This is an optimization exercise on Yosys and OpenROAD, whose aim is small area, a short achievable clock period and few clock cycles per item, not a production implementation.
Where RTL was checked, it was by simulation tests only, not by an equivalence proof against the original.
No activity file was given, so power comes from the tool's default toggle rates.

## tau_top
module tau_top (
	input  logic        i_clk,
	input  logic        i_rst_n,
	input  logic        i_wb_cyc,
	input  logic        i_wb_stb,
	input  logic        i_wb_we,
	input  logic [3:0]  i_wb_adr,
	input  logic [31:0] i_wb_dat,
	output logic        o_wb_ack,
	output logic [31:0] o_wb_dat,
	input  logic        i_req_rdy,
	input  logic [69:0] i_req,
	output logic        o_req_ack,
	output logic        o_addr_rdy,
	output logic [18:0] o_addr,
	input  logic        i_addr_ack
);
Size in the first run: ~2900 cells after synthesis, ~760 flip-flops, roughly 42000 um^2 of cells after synthesis.
clock: 12.0 ns
lec_check: 0
cap_margin: 20
core_margin: 2
core_utilization: 40
slew_margin: 20
run.sh (not shown) runs the stock make flow with config.mk's settings and CLKGATE_MAP_FILE= SYNTH_SCRIPT=/design/flow/synth_recipe.tcl, a recipe that flattens the netlist after the stock synthesis.
Rerun with:
--- a/flow/design.v
+++ b/flow/design.v
@@ -142,57 +142,62 @@
 	end
 	always_ff @(posedge i_clk) begin
 		if (adv) begin
 			sh_id  <= r_id;
 			sh_a   <= sh_n;
 			sh_sel <= sel_n;
 		end
 	end
-	logic [1:0][8:0][15:0]  d_l0;
+	logic [1:0][7:0][15:0]  d_l0;
 	logic [1:0][5:0][15:0]  d_l1;
 	logic [1:0][3:0][15:0]  d_l2;
 	logic [1:0][2:0][15:0]  d_l3;
 	logic [1:0][1:0][15:0]  d_l4;
 	always_comb begin
 		logic [15:0] a;
 		logic [4:0]  s;
 		for (int d = 0; d < 2; d++) begin
 			for (int k = 0; k < 4; k++) begin
 				a = sh_a[k];
 				s = sh_sel[k][d];
 				d_l0[d][k] = (({16{s[0]}} & a) | ({16{s[1]}} & {a[14:0], 1'b0})) ^ {16{s[2]}};
 				d_l0[d][4 + k] = ({16{s[3]}} & {a[13:0], 2'b0}) | ({16{s[4]}} & {a[12:0], 3'b0}) | {15'd0, s[2]};
 			end
 		end
-		d_l0[0][8] = base0[sh_id];
-		d_l0[1][8] = base1[sh_id];
 		for (int d = 0; d < 2; d++) begin
-			for (int g = 0; g < 3; g++) {d_l1[d][2*g+1], d_l1[d][2*g]} = csa(d_l0[d][3*g], d_l0[d][3*g+1], d_l0[d][3*g+2]);
+			for (int g = 0; g < 2; g++) {d_l1[d][2*g+1], d_l1[d][2*g]} = csa(d_l0[d][3*g], d_l0[d][3*g+1], d_l0[d][3*g+2]);
+			d_l1[d][4] = d_l0[d][6];
+			d_l1[d][5] = d_l0[d][7];
 			for (int g = 0; g < 2; g++) {d_l2[d][2*g+1], d_l2[d][2*g]} = csa(d_l1[d][3*g], d_l1[d][3*g+1], d_l1[d][3*g+2]);
 			{d_l3[d][1], d_l3[d][0]} = csa(d_l2[d][0], d_l2[d][1], d_l2[d][2]);
 			d_l3[d][2] = d_l2[d][3];
 			{d_l4[d][1], d_l4[d][0]} = csa(d_l3[d][0], d_l3[d][1], d_l3[d][2]);
 		end
 	end
 	logic                   s1_v;
 	logic [1:0]             s1_id;
 	logic [1:0][1:0][15:0]  s1_m;    
+	logic [1:0][15:0]       s1_base;
 	always_ff @(posedge i_clk) begin
 		if (!i_rst_n) s1_v <= 1'b0;
 		else if (adv) s1_v <= sh_v;
 	end
 	always_ff @(posedge i_clk) begin
 		if (adv) begin
 			s1_id <= sh_id;
 			s1_m  <= d_l4;
+			s1_base <= {base1[sh_id], base0[sh_id]};
 		end
 	end
 	logic [15:0]       pit;
 	logic [7:0][2:0]   pb_n;     
+	logic [1:0][1:0][15:0] m_cs;
+	assign m_cs[0] = csa(s1_m[0][0], s1_m[0][1], s1_base[0]);
+	assign m_cs[1] = csa(s1_m[1][0], s1_m[1][1], s1_base[1]);
 	assign pit = pitch[s1_id];
 	always_comb begin
 		logic [2:0] t;
 		for (int i = 0; i < 8; i++) begin
 			t = {pit[2*i + 1], pit[2*i], (i == 0) ? 1'b0 : pit[2*i - 1]};
 			pb_n[i][0] = t[1] ^ t[0];
 			pb_n[i][1] = (t[2] && !t[1] && !t[0]) || (!t[2] && t[1] && t[0]);
 			pb_n[i][2] = t[2];
@@ -205,18 +210,18 @@
 	logic [7:0][2:0]   s2_pb;
 	always_ff @(posedge i_clk) begin
 		if (!i_rst_n) s2_v <= 1'b0;
 		else if (adv) s2_v <= s1_v;
 	end
 	always_ff @(posedge i_clk) begin
 		if (adv) begin
 			s2_id <= s1_id;
-			s2_m1 <= s1_m[1][0] + s1_m[1][1];
-			s2_m0 <= s1_m[0][0] + s1_m[0][1];
+			s2_m1 <= m_cs[1][0] + m_cs[1][1];
+			s2_m0 <= m_cs[0][0] + m_cs[0][1];
 			s2_pb <= pb_n;
 		end
 	end
 	logic [8:0][15:0]  p_l0;
 	logic [5:0][15:0]  p_l1;
 	logic [3:0][15:0]  p_l2;
 	logic [2:0][15:0]  p_l3;
 	logic [1:0][15:0]  p_l4;
Wire length rises by 5.5%.
Worst hold slack improved by 0.019 ns.
Final cell count went up by 0.58%.
Area after synthesis came out higher by 2.3%.
Total power climbs by 1.0%.
Setup slack is better by 0.018 ns.
Via count climbs by 1.7%.
Global-route usage climbs by 0.71 points.
Utilization grows by 0.13 points.
Critical path depth decreases by 6.
Sequential power rises by about 3%.
Sequential share of layout area grows by 0.89 points.
Testbench counts after the change, summed over its fixed seeds: cycles 4,198, items 4,150.
No functional check of the RTL was part of the first run of this note.

what the ideal ports hide:
The results above use ideal ports. As a check the final layouts listed here were re-extracted and re-timed, cells and wires unchanged. Step 1, drivers: a clkbuf_16 drives i_clk and a buf_2 each remaining input, both assumed. Step 2 adds t to the input delays and takes it off the output delays; t is the mean of the earliest and latest rising clock arrival at the registers after step 1. Input paths then give back, and output paths get back, about the clock's delay inside the block. Slacks: ideal / step 1 / step 2; pairs: ideal / step 1.
| run | t (ns) | setup WS [ns] | worst register clock-pin slew, ns |
|---|---|---|---|
| the first run | 0.720 | 7.461 / 7.461 / 6.805 | 0.06 / 0.06 |
| the second run | 0.730 | 7.479 / 7.521 / 6.791 | 0.07 / 0.07 |
After both steps every run listed still meets setup and hold. For the second run, which loses most, drivers alone change the setup slack by +0.042 ns; drivers and shift together by -0.688 ns.
